Background: an optimization exercise with open tools, aiming at small area, a short achievable clock period and few clock cycles per item. Do not read the settings as production practice.
Only simulation tests tie the RTL to the original design; equivalence was not proved.
No activity file was given, so power comes from the tool's default toggle rates.

==> run a <==
==> flow/design.v <==
`default_nettype none
module huff_encoder #(
  parameter int SYM_W  = 5,
  parameter int LEN_W  = 6,
  parameter int CODE_W = 32
) (
  input  logic                            clk,
  input  logic                            rst,
  input  logic [LEN_W+SYM_W+CODE_W-1:0]   cb_data,
  input  logic                            cb_valid,
  output logic                            cb_ready,
  input  logic                            start,
  input  logic                            flush,
  input  logic [SYM_W-1:0]                sym_in,
  input  logic                            sym_valid,
  output logic                            sym_ready,
  output logic [CODE_W-1:0]               data_out,
  output logic                            out_valid,
  input  logic                            out_ready,
  output logic [LEN_W-1:0]                out_bits,
  output logic                            out_last,
  output logic                            busy,
  output logic                            err
);
  localparam int DEPTH = 1 << SYM_W;
  localparam int ENT_W = CODE_W + 1;
  localparam int RB_N  = 5;
  localparam int RB_W  = $clog2(RB_N);
  logic                r_busy;
  logic                r_enc;
  logic                w_idle;
  logic                r_cb_rdy;
  logic                r_sym_rdy;
  logic                r_flush;
  logic                r_err;
  logic [LEN_W-1:0]    w_cb_len;
  logic                w_cb_len_ok;
  logic                w_cb_fire;
  logic                r_cbw_v;
  logic [SYM_W-1:0]    r_cbw_sym;
  logic [ENT_W-1:0]    r_cbw_ent;
  logic [LEN_W-1:0]    w_cbw_len;
  logic [CODE_W-1:0]   w_cbw_code;
  logic [ENT_W-1:0]    w_cbw_ent;
  assign w_cb_len    = cb_data[LEN_W+SYM_W+CODE_W-1 -: LEN_W];
  assign w_cb_len_ok = (w_cb_len != '0) && (w_cb_len <= LEN_W'(CODE_W));
  assign w_idle      = !r_enc && !r_flush;
  assign w_cb_fire   = w_idle && cb_valid && !start;
  always_ff @(posedge clk or posedge rst) begin
    if (rst) begin
      r_cbw_v <= 1'b0;
    end else begin
      r_cbw_v <= w_cb_fire && w_cb_len_ok;
    end
  end
  assign w_cbw_len  = w_cb_len;
  assign w_cbw_code = cb_data[CODE_W-1:0];
  always_ff @(posedge clk) begin
    r_cbw_sym <= cb_data[SYM_W+CODE_W-1 -: SYM_W];
    r_cbw_ent <= w_cbw_ent;
  end
  always_comb begin
    for (int i = 0; i < ENT_W; i++) begin
      if (i == 0) begin
        w_cbw_ent[i] = (w_cbw_len == LEN_W'(CODE_W));
      end else begin
        w_cbw_ent[i] = ((LEN_W+1)'(i) >  (LEN_W+1)'(CODE_W) - {1'b0, w_cbw_len}) ? w_cbw_code[i-1] :
                       ((LEN_W+1)'(i) == (LEN_W+1)'(CODE_W) - {1'b0, w_cbw_len});
      end
    end
  end
  logic [DEPTH-1:0]    r_tbl_vld;
  logic [DEPTH-1:0][ENT_W-1:0] r_tbl;
  always_ff @(posedge clk or posedge rst) begin
    if (rst) begin
      r_tbl_vld <= '0;
    end else if (r_cbw_v) begin
      r_tbl_vld[r_cbw_sym] <= 1'b1;
    end
  end
  always_ff @(posedge clk) begin
    for (int i = 0; i < DEPTH; i++) begin
      if (r_cbw_v && (r_cbw_sym == SYM_W'(i))) begin
        r_tbl[i] <= r_cbw_ent;
      end
    end
  end
  logic                w_take;
  logic                w_issue;
  logic                w_squash;
  logic                w_commit;
  logic [SYM_W-1:0]    w_s1_sym;
  logic [RB_N-1:0][SYM_W-1:0] r_rb;
  logic [RB_W-1:0]     r_rb_wr;
  logic [RB_W-1:0]     r_rb_cm;
  logic [RB_W-1:0]     r_rb_is;
  logic                r_rep;
  function automatic logic [RB_W-1:0] f_rb_inc(input logic [RB_W-1:0] p);
    if (p == RB_W'(RB_N - 1)) begin
      f_rb_inc = '0;
    end else begin
      f_rb_inc = p + RB_W'(1);
    end
  endfunction
  assign w_take   = sym_valid && r_sym_rdy;
  assign w_issue  = r_rep && !out_valid && (r_rb_is != r_rb_wr);
  assign w_s1_sym = r_rep ? r_rb[r_rb_is] : sym_in;
  always_ff @(posedge clk) begin
    for (int i = 0; i < RB_N; i++) begin
      if (w_take && (r_rb_wr == RB_W'(i))) begin
        r_rb[i] <= sym_in;
      end
    end
  end
  logic                r_s1_v;
  logic [DEPTH-1:0]    r_s1_oh;
  logic                r_s2_v;
  logic                r_s2_hit;
  logic [ENT_W-1:0]    r_s2_ent;
  logic                r_s3_v;
  logic [CODE_W-1:0]   r_s3_code;
  logic [LEN_W-1:0]    r_s3_len;
  logic [LEN_W-1:0]    r_pos;
  logic [CODE_W-1:0]   r_cur;
  logic [CODE_W-1:0]   r_od;
  logic [LEN_W-1:0]    r_ob;
  logic                r_ol;
  logic                r_ov;
  logic [ENT_W-1:0]    w_rd_ent;
  logic                w_rd_hit;
  always_comb begin
    w_rd_ent = '0;
    w_rd_hit = 1'b0;
    for (int i = 0; i < DEPTH; i++) begin
      w_rd_ent = w_rd_ent | ({ENT_W{r_s1_oh[i]}} & r_tbl[i]);
      w_rd_hit = w_rd_hit | (r_s1_oh[i] & r_tbl_vld[i]);
    end
  end
  logic [LEN_W-1:0]    w_len;
  always_comb begin
    w_len = '0;
    for (int i = ENT_W - 1; i >= 0; i--) begin
      if (r_s2_ent[i]) begin
        w_len = LEN_W'(CODE_W - i);
      end
    end
    if (!r_s2_hit) begin
      w_len = '0;
    end
  end
  logic [LEN_W:0]      w_pos_sum;
  logic                w_s3_emit;
  logic [LEN_W-1:0]    w_pos_nxt;
  logic [CODE_W-1:0]   w_rot;
  assign w_pos_sum = {1'b0, r_pos} + {1'b0, r_s3_len};
  assign w_s3_emit = (w_pos_sum > (LEN_W+1)'(CODE_W));
  assign w_pos_nxt = w_s3_emit ? LEN_W'(w_pos_sum - (LEN_W+1)'(CODE_W)) : LEN_W'(w_pos_sum);
  assign w_rot     = CODE_W'({r_s3_code, r_s3_code} >> r_pos[LEN_W-2:0]);
  logic [CODE_W-1:0]   w_take_rot;
  logic [CODE_W-1:0]   w_word;
  logic [CODE_W-1:0]   w_keep;
  logic                w_out_free;
  logic                w_final;
  logic                w_pipe_empty;
  always_comb begin
    for (int i = 0; i < CODE_W; i++) begin
      w_take_rot[i] = ((LEN_W+1)'(CODE_W - 1 - i) >= {1'b0, r_pos});
      w_keep[i]     = !w_take_rot[i];
    end
  end
  assign w_word       = (w_take_rot & w_rot) | (~w_take_rot & r_cur);
  assign w_out_free   = !r_ov || out_ready;
  assign w_squash     = r_s3_v && w_s3_emit && !w_out_free;
  assign w_commit     = r_s3_v && !w_squash;
  assign w_pipe_empty = !r_s1_v && !r_s2_v && !r_s3_v && !r_rep;
  assign w_final      = r_flush && w_pipe_empty && w_out_free && (r_pos != '0);
  logic                w_rep_nxt;
  logic                w_busy_nxt;
  logic                w_enc_nxt;
  logic                w_flush_nxt;
  always_comb begin
    w_rep_nxt = r_rep;
    if (w_squash) begin
      w_rep_nxt = 1'b1;
    end else if (w_issue && (f_rb_inc(r_rb_is) == r_rb_wr)) begin
      w_rep_nxt = 1'b0;
    end
  end
  always_comb begin
    w_enc_nxt   = r_enc;
    w_flush_nxt = r_flush;
    if (w_idle) begin
      if (start) begin
        w_enc_nxt = 1'b1;
      end
    end else if (r_enc) begin
      if (flush) begin
        w_enc_nxt   = 1'b0;
        w_flush_nxt = 1'b1;
      end
    end else begin
      if ((r_ov && out_ready && r_ol) ||
          (w_pipe_empty && !r_ov && (r_pos == '0))) begin
        w_flush_nxt = 1'b0;
      end
    end
  end
  assign w_busy_nxt = w_enc_nxt || w_flush_nxt;
  always_ff @(posedge clk or posedge rst) begin
    if (rst) begin
      r_busy    <= 1'b0;
      r_enc     <= 1'b0;
      r_cb_rdy  <= 1'b1;
      r_sym_rdy <= 1'b0;
      r_flush   <= 1'b0;
      r_rep     <= 1'b0;
      r_s1_v    <= 1'b0;
      r_s2_v    <= 1'b0;
      r_s3_v    <= 1'b0;
      r_ov      <= 1'b0;
    end else begin
      r_busy    <= w_busy_nxt;
      r_enc     <= w_enc_nxt;
      r_cb_rdy  <= !w_busy_nxt;
      r_sym_rdy <= w_enc_nxt && !w_rep_nxt;
      r_flush   <= w_flush_nxt;
      r_rep     <= w_rep_nxt;
      r_s1_v    <= !w_squash && (w_take || w_issue);
      r_s2_v    <= !w_squash && r_s1_v;
      r_s3_v    <= !w_squash && r_s2_v;
      if (w_commit && w_s3_emit) begin
        r_ov <= 1'b1;
      end else if (w_final) begin
        r_ov <= 1'b1;
      end else if (out_ready) begin
        r_ov <= 1'b0;
      end
    end
  end
  always_ff @(posedge clk or posedge rst) begin
    if (rst) begin
      r_err <= 1'b0;
    end else begin
      if (w_idle && start) begin
        r_err <= 1'b0;
      end else if (w_cb_fire && !w_cb_len_ok) begin
        r_err <= 1'b1;
      end else if (r_s2_v && !r_s2_hit) begin
        r_err <= 1'b1;
      end
    end
  end
  always_ff @(posedge clk) begin
    if (w_idle) begin
      r_rb_wr <= '0;
      r_rb_cm <= '0;
      r_rb_is <= '0;
    end else begin
      if (w_take) begin
        r_rb_wr <= f_rb_inc(r_rb_wr);
      end
      if (w_commit) begin
        r_rb_cm <= f_rb_inc(r_rb_cm);
      end
      if (w_squash) begin
        r_rb_is <= r_rb_cm;
      end else if (w_issue) begin
        r_rb_is <= f_rb_inc(r_rb_is);
      end
    end
  end
  always_ff @(posedge clk) begin
    for (int i = 0; i < DEPTH; i++) begin
      r_s1_oh[i] <= (w_s1_sym == SYM_W'(i));
    end
    r_s2_ent  <= w_rd_ent;
    r_s2_hit  <= w_rd_hit;
    r_s3_code <= r_s2_ent[ENT_W-1:1];
    r_s3_len  <= w_len;
    if (w_idle) begin
      r_pos <= '0;
    end else if (w_final) begin
      r_pos <= '0;
    end else if (w_commit) begin
      r_pos <= w_pos_nxt;
    end
    if (w_commit) begin
      r_cur <= (w_take_rot | {CODE_W{w_s3_emit}}) & w_rot |
               ~(w_take_rot | {CODE_W{w_s3_emit}}) & r_cur;
    end
    if (w_commit && w_s3_emit) begin
      r_od <= w_word;
      r_ob <= LEN_W'(CODE_W);
      r_ol <= 1'b0;
    end else if (w_final) begin
      r_od <= r_cur & w_keep;
      r_ob <= r_pos;
      r_ol <= 1'b1;
    end
  end
  assign cb_ready  = r_cb_rdy;
  assign sym_ready = r_sym_rdy;
  assign data_out  = r_od;
  assign out_valid = r_ov;
  assign out_bits  = r_ob;
  assign out_last  = r_ol;
  assign busy      = r_busy;
  assign err       = r_err;
endmodule
`default_nettype wire
==> flow/flow/run.sh <==
#!/bin/bash
set -euo pipefail
export BUFFER_PORTS_ARGS="-buffer_cell sky130_fd_sc_hd__buf_2"
bash standard.sh > standard_flow.log 2>&1
==> flow/standard.sh <==
#!/bin/bash
# synth_recipe.tcl (not shown) runs the flow's synth.tcl, then flattens the netlist and writes it again
# the make line also repeats each setting of config.mk as NAME=value (left out here)
make -C /OpenROAD-flow-scripts/flow DESIGN_CONFIG=/design/flow/config.mk WORK_HOME=/design/flow/orfs CLKGATE_MAP_FILE= SYNTH_SCRIPT=/design/flow/synth_recipe.tcl "${@:-finish}"
==> flow/config.mk <==
export PLATFORM = sky130hd
export DESIGN_NAME = huff_encoder
export DESIGN_NICKNAME = huff_encoder
export VERILOG_FILES = /design/flow/design.v
export SDC_FILE = /design/flow/constraint.sdc
export NUM_CORES = 4
export LEC_CHECK = 0
export CAP_MARGIN = 20
export CORE_MARGIN = 2
export CORE_UTILIZATION = 65
export CTS_BUF_LIST = sky130_fd_sc_hd__clkbuf_16
export CTS_CLUSTER_DIAMETER = 80
export CTS_CLUSTER_SIZE = 32
export SETUP_SLACK_MARGIN = 4.4
export SLEW_MARGIN = 20
export TNS_END_PERCENT = 100
==> flow/constraint.sdc <==
create_clock -name core_clock -period 7.0 [get_ports {clk}]
set_input_delay 1.4000 -clock core_clock [delete_from_list [all_inputs] [get_ports {clk}]]
set_output_delay 1.4000 -clock core_clock [all_outputs]
set_load 0.01 [all_outputs]
==> run b: changes against run a <==
--- a/flow/design.v
+++ b/flow/design.v
@@ -26,7 +26,5 @@
   localparam int ENT_W = CODE_W + 1;
-  localparam int RB_N  = 5;
+  localparam int RB_N  = 8;
   localparam int RB_W  = $clog2(RB_N);
   logic                r_busy;
-  logic                r_enc;
-  logic                w_idle;
   logic                r_cb_rdy;
@@ -40,5 +38,4 @@
   logic [SYM_W-1:0]    r_cbw_sym;
-  logic [ENT_W-1:0]    r_cbw_ent;
-  logic [LEN_W-1:0]    w_cbw_len;
-  logic [CODE_W-1:0]   w_cbw_code;
+  logic [LEN_W-1:0]    r_cbw_len;
+  logic [CODE_W-1:0]   r_cbw_code;
   logic [ENT_W-1:0]    w_cbw_ent;
@@ -46,4 +43,3 @@
   assign w_cb_len_ok = (w_cb_len != '0) && (w_cb_len <= LEN_W'(CODE_W));
-  assign w_idle      = !r_enc && !r_flush;
-  assign w_cb_fire   = w_idle && cb_valid && !start;
+  assign w_cb_fire   = !r_busy && cb_valid && !start;
   always_ff @(posedge clk or posedge rst) begin
@@ -55,7 +51,6 @@
   end
-  assign w_cbw_len  = w_cb_len;
-  assign w_cbw_code = cb_data[CODE_W-1:0];
   always_ff @(posedge clk) begin
-    r_cbw_sym <= cb_data[SYM_W+CODE_W-1 -: SYM_W];
-    r_cbw_ent <= w_cbw_ent;
+    r_cbw_sym  <= cb_data[SYM_W+CODE_W-1 -: SYM_W];
+    r_cbw_len  <= w_cb_len;
+    r_cbw_code <= cb_data[CODE_W-1:0];
   end
@@ -64,6 +59,6 @@
       if (i == 0) begin
-        w_cbw_ent[i] = (w_cbw_len == LEN_W'(CODE_W));
+        w_cbw_ent[i] = (r_cbw_len == LEN_W'(CODE_W));
       end else begin
-        w_cbw_ent[i] = ((LEN_W+1)'(i) >  (LEN_W+1)'(CODE_W) - {1'b0, w_cbw_len}) ? w_cbw_code[i-1] :
-                       ((LEN_W+1)'(i) == (LEN_W+1)'(CODE_W) - {1'b0, w_cbw_len});
+        w_cbw_ent[i] = ((LEN_W+1)'(i) >  (LEN_W+1)'(CODE_W) - {1'b0, r_cbw_len}) ? r_cbw_code[i-1] :
+                       ((LEN_W+1)'(i) == (LEN_W+1)'(CODE_W) - {1'b0, r_cbw_len});
       end
@@ -83,3 +78,3 @@
       if (r_cbw_v && (r_cbw_sym == SYM_W'(i))) begin
-        r_tbl[i] <= r_cbw_ent;
+        r_tbl[i] <= w_cbw_ent;
       end
@@ -97,9 +92,2 @@
   logic                r_rep;
-  function automatic logic [RB_W-1:0] f_rb_inc(input logic [RB_W-1:0] p);
-    if (p == RB_W'(RB_N - 1)) begin
-      f_rb_inc = '0;
-    end else begin
-      f_rb_inc = p + RB_W'(1);
-    end
-  endfunction
   assign w_take   = sym_valid && r_sym_rdy;
@@ -122,2 +110,6 @@
   logic [LEN_W-1:0]    r_s3_len;
+  logic                r_s4_v;
+  logic [CODE_W-1:0]   r_s4_rot;
+  logic [LEN_W-1:0]    r_s4_pos;
+  logic                r_s4_emit;
   logic [LEN_W-1:0]    r_pos;
@@ -166,11 +158,11 @@
     for (int i = 0; i < CODE_W; i++) begin
-      w_take_rot[i] = ((LEN_W+1)'(CODE_W - 1 - i) >= {1'b0, r_pos});
-      w_keep[i]     = !w_take_rot[i];
+      w_take_rot[i] = ((LEN_W+1)'(CODE_W - 1 - i) >= {1'b0, r_s4_pos});
+      w_keep[i]     = ((LEN_W+1)'(CODE_W - 1 - i) <  {1'b0, r_pos});
     end
   end
-  assign w_word       = (w_take_rot & w_rot) | (~w_take_rot & r_cur);
+  assign w_word       = (w_take_rot & r_s4_rot) | (~w_take_rot & r_cur);
   assign w_out_free   = !r_ov || out_ready;
-  assign w_squash     = r_s3_v && w_s3_emit && !w_out_free;
-  assign w_commit     = r_s3_v && !w_squash;
-  assign w_pipe_empty = !r_s1_v && !r_s2_v && !r_s3_v && !r_rep;
+  assign w_squash     = r_s4_v && r_s4_emit && !w_out_free;
+  assign w_commit     = r_s4_v && !w_squash;
+  assign w_pipe_empty = !r_s1_v && !r_s2_v && !r_s3_v && !r_s4_v && !r_rep;
   assign w_final      = r_flush && w_pipe_empty && w_out_free && (r_pos != '0);
@@ -178,3 +170,2 @@
   logic                w_busy_nxt;
-  logic                w_enc_nxt;
   logic                w_flush_nxt;
@@ -184,3 +175,3 @@
       w_rep_nxt = 1'b1;
-    end else if (w_issue && (f_rb_inc(r_rb_is) == r_rb_wr)) begin
+    end else if (w_issue && (r_rb_is + RB_W'(1) == r_rb_wr)) begin
       w_rep_nxt = 1'b0;
@@ -189,17 +180,18 @@
   always_comb begin
-    w_enc_nxt   = r_enc;
+    w_busy_nxt  = r_busy;
     w_flush_nxt = r_flush;
-    if (w_idle) begin
+    if (!r_busy) begin
       if (start) begin
-        w_enc_nxt = 1'b1;
+        w_busy_nxt  = 1'b1;
+        w_flush_nxt = 1'b0;
       end
-    end else if (r_enc) begin
+    end else begin
       if (flush) begin
-        w_enc_nxt   = 1'b0;
         w_flush_nxt = 1'b1;
       end
-    end else begin
-      if ((r_ov && out_ready && r_ol) ||
-          (w_pipe_empty && !r_ov && (r_pos == '0))) begin
-        w_flush_nxt = 1'b0;
+      if (r_ov && out_ready && r_ol) begin
+        w_busy_nxt = 1'b0;
+      end
+      if (r_flush && w_pipe_empty && !r_ov && (r_pos == '0)) begin
+        w_busy_nxt = 1'b0;
       end
@@ -207,3 +199,2 @@
   end
-  assign w_busy_nxt = w_enc_nxt || w_flush_nxt;
   always_ff @(posedge clk or posedge rst) begin
@@ -211,3 +202,2 @@
       r_busy    <= 1'b0;
-      r_enc     <= 1'b0;
       r_cb_rdy  <= 1'b1;
@@ -219,2 +209,3 @@
       r_s3_v    <= 1'b0;
+      r_s4_v    <= 1'b0;
       r_ov      <= 1'b0;
@@ -222,5 +213,4 @@
       r_busy    <= w_busy_nxt;
-      r_enc     <= w_enc_nxt;
       r_cb_rdy  <= !w_busy_nxt;
-      r_sym_rdy <= w_enc_nxt && !w_rep_nxt;
+      r_sym_rdy <= w_busy_nxt && !w_flush_nxt && !w_rep_nxt;
       r_flush   <= w_flush_nxt;
@@ -230,3 +220,4 @@
       r_s3_v    <= !w_squash && r_s2_v;
-      if (w_commit && w_s3_emit) begin
+      r_s4_v    <= !w_squash && r_s3_v;
+      if (w_commit && r_s4_emit) begin
         r_ov <= 1'b1;
@@ -243,3 +234,3 @@
     end else begin
-      if (w_idle && start) begin
+      if (!r_busy && start) begin
         r_err <= 1'b0;
@@ -253,3 +244,3 @@
   always_ff @(posedge clk) begin
-    if (w_idle) begin
+    if (!r_busy) begin
       r_rb_wr <= '0;
@@ -259,6 +250,6 @@
       if (w_take) begin
-        r_rb_wr <= f_rb_inc(r_rb_wr);
+        r_rb_wr <= r_rb_wr + RB_W'(1);
       end
       if (w_commit) begin
-        r_rb_cm <= f_rb_inc(r_rb_cm);
+        r_rb_cm <= r_rb_cm + RB_W'(1);
       end
@@ -267,3 +258,3 @@
       end else if (w_issue) begin
-        r_rb_is <= f_rb_inc(r_rb_is);
+        r_rb_is <= r_rb_is + RB_W'(1);
       end
@@ -279,7 +270,12 @@
     r_s3_len  <= w_len;
-    if (w_idle) begin
+    r_s4_rot  <= w_rot;
+    r_s4_pos  <= r_pos;
+    r_s4_emit <= w_s3_emit;
+    if (!r_busy) begin
       r_pos <= '0;
+    end else if (w_squash) begin
+      r_pos <= r_s4_pos;
     end else if (w_final) begin
       r_pos <= '0;
-    end else if (w_commit) begin
+    end else if (r_s3_v) begin
       r_pos <= w_pos_nxt;
@@ -287,6 +283,6 @@
     if (w_commit) begin
-      r_cur <= (w_take_rot | {CODE_W{w_s3_emit}}) & w_rot |
-               ~(w_take_rot | {CODE_W{w_s3_emit}}) & r_cur;
+      r_cur <= (w_take_rot | {CODE_W{r_s4_emit}}) & r_s4_rot |
+               ~(w_take_rot | {CODE_W{r_s4_emit}}) & r_cur;
     end
-    if (w_commit && w_s3_emit) begin
+    if (w_commit && r_s4_emit) begin
       r_od <= w_word;
==> flow/run.sh (new file) <==
#!/bin/bash
# synth_recipe.tcl (not shown) runs the flow's synth.tcl, then flattens the netlist and writes it again
# the make line also repeats each setting of config.mk as NAME=value (left out here)
make -C /OpenROAD-flow-scripts/flow DESIGN_CONFIG=/design/flow/config.mk WORK_HOME=/design/flow/orfs CLKGATE_MAP_FILE= SYNTH_SCRIPT=/design/flow/synth_recipe.tcl finish
Settings changed: CORE_UTILIZATION 65 to 55, CTS_BUF_LIST sky130_fd_sc_hd__clkbuf_16 to default, CTS_CLUSTER_DIAMETER 80 to default, CTS_CLUSTER_SIZE 32 to default, SETUP_SLACK_MARGIN 4.4 to 4.0, TNS_END_PERCENT 100 to 20.
removed: flow/flow/run.sh
removed: flow/standard.sh
==> run c: changes against run a <==
--- a/flow/design.v
+++ b/flow/design.v
@@ -26,3 +26,3 @@
   localparam int ENT_W = CODE_W + 1;
-  localparam int RB_N  = 5;
+  localparam int RB_N  = 6;
   localparam int RB_W  = $clog2(RB_N);
@@ -122,2 +122,6 @@
   logic [LEN_W-1:0]    r_s3_len;
+  logic                r_s4_v;
+  logic [CODE_W-1:0]   r_s4_rot;
+  logic [LEN_W-1:0]    r_s4_pos;
+  logic                r_s4_emit;
   logic [LEN_W-1:0]    r_pos;
@@ -166,11 +170,11 @@
     for (int i = 0; i < CODE_W; i++) begin
-      w_take_rot[i] = ((LEN_W+1)'(CODE_W - 1 - i) >= {1'b0, r_pos});
-      w_keep[i]     = !w_take_rot[i];
+      w_take_rot[i] = ((LEN_W+1)'(CODE_W - 1 - i) >= {1'b0, r_s4_pos});
+      w_keep[i]     = ((LEN_W+1)'(CODE_W - 1 - i) <  {1'b0, r_pos});
     end
   end
-  assign w_word       = (w_take_rot & w_rot) | (~w_take_rot & r_cur);
+  assign w_word       = (w_take_rot & r_s4_rot) | (~w_take_rot & r_cur);
   assign w_out_free   = !r_ov || out_ready;
-  assign w_squash     = r_s3_v && w_s3_emit && !w_out_free;
-  assign w_commit     = r_s3_v && !w_squash;
-  assign w_pipe_empty = !r_s1_v && !r_s2_v && !r_s3_v && !r_rep;
+  assign w_squash     = r_s4_v && r_s4_emit && !w_out_free;
+  assign w_commit     = r_s4_v && !w_squash;
+  assign w_pipe_empty = !r_s1_v && !r_s2_v && !r_s3_v && !r_s4_v && !r_rep;
   assign w_final      = r_flush && w_pipe_empty && w_out_free && (r_pos != '0);
@@ -219,2 +223,3 @@
       r_s3_v    <= 1'b0;
+      r_s4_v    <= 1'b0;
       r_ov      <= 1'b0;
@@ -230,3 +235,4 @@
       r_s3_v    <= !w_squash && r_s2_v;
-      if (w_commit && w_s3_emit) begin
+      r_s4_v    <= !w_squash && r_s3_v;
+      if (w_commit && r_s4_emit) begin
         r_ov <= 1'b1;
@@ -279,7 +285,12 @@
     r_s3_len  <= w_len;
+    r_s4_rot  <= w_rot;
+    r_s4_pos  <= r_pos;
+    r_s4_emit <= w_s3_emit;
     if (w_idle) begin
       r_pos <= '0;
+    end else if (w_squash) begin
+      r_pos <= r_s4_pos;
     end else if (w_final) begin
       r_pos <= '0;
-    end else if (w_commit) begin
+    end else if (r_s3_v) begin
       r_pos <= w_pos_nxt;
@@ -287,6 +298,6 @@
     if (w_commit) begin
-      r_cur <= (w_take_rot | {CODE_W{w_s3_emit}}) & w_rot |
-               ~(w_take_rot | {CODE_W{w_s3_emit}}) & r_cur;
+      r_cur <= (w_take_rot | {CODE_W{r_s4_emit}}) & r_s4_rot |
+               ~(w_take_rot | {CODE_W{r_s4_emit}}) & r_cur;
     end
-    if (w_commit && w_s3_emit) begin
+    if (w_commit && r_s4_emit) begin
       r_od <= w_word;
==> comparison table <==
Result of the run: run b timing/DRC/antenna clean; run a timing/DRC/antenna clean; run c timing/DRC/antenna clean
Vias in the first global route: run b 31600; run a 32200; run c 30700
N_diodes: run b 2; run a 1; run c 5
Area of the multi-input gates: run b 12100 um^2; run a 13100 um^2; run c 11900 um^2
Power Internal: run b 13.6 mW; run a 12.8 mW; run c 11.9 mW
Final worst slack: run b 3.88 ns; run a 4.12 ns; run c 4.33 ns
Finished Core Util: run b 63.5%; run a 73.1%; run c 70.9%
Buffering stage count on the worst path with inverters included: run b 1; run a 5; run c 1
Syn Nets: run b 3361; run a 3399; run c 3353
FF-to-FF setup slack: run b 4.02 ns; run a 4.12 ns; run c 4.43 ns
Cell count along the critical path: run b 1; run a 11; run c 1
Combinational fraction of design power: run b 1.7%; run a 27.8%; run c 12.7%
Post-layout minimum cycle time: run b 3.12 ns; run a 2.88 ns; run c 2.67 ns
First-pass DRT Iterations: run b 8; run a 6; run c 6
Overall routed net length: run b 172000 um; run a 171000 um; run c 161000 um
Width of the die: run b 313 um; run a 285 um; run c 287 um
Unique masters post-synth: run b 75; run a 89; run c 72
Sum of net half-perimeters after detailed placement: run b 84000 um; run a 86800 um; run c 82300 um
Clock net power: run b 7.56 mW; run a 3.82 mW; run c 3.97 mW
Testbench counts of run a, summed over its fixed seeds: cycles 12,056, items 12,000.
Testbench counts of run b, summed over its fixed seeds: cycles 12,064, items 12,000.
Testbench counts of run c, summed over its fixed seeds: cycles 12,064, items 12,000.

## afterwards: timing with drivers on the ports
Ports are ideal in the flow. The routed layouts listed here were re-timed in OpenROAD.
Step 1: set_driving_cell puts a clkbuf_16 on clk and a buf_2 on each other input, an assumption about the parent block.
Step 2, shift: input delay + t, output delay - t, t = (earliest + latest rising clock arrival at the registers) / 2. This alone moves slack from input paths to output paths.
Three values: ideal, step 1, step 2; two values: the first two.
run | t, ns | slack for setup (ns) | worst data-port slew with drivers (ns) | pins driven straight from the clock port
run a | 0.740 | 4.115 / 4.115 / 3.765 | 0.06 | 1
run b | 0.827 | 3.878 / 3.799 / 3.195 | 0.04 | 1
run c | 0.736 | 4.326 / 4.253 / 3.799 | 0.06 | 1
After both steps setup and hold are still met in every run listed. For run b, which loses most, drivers alone change the setup slack by -0.079 ns; drivers and shift together by -0.683 ns.
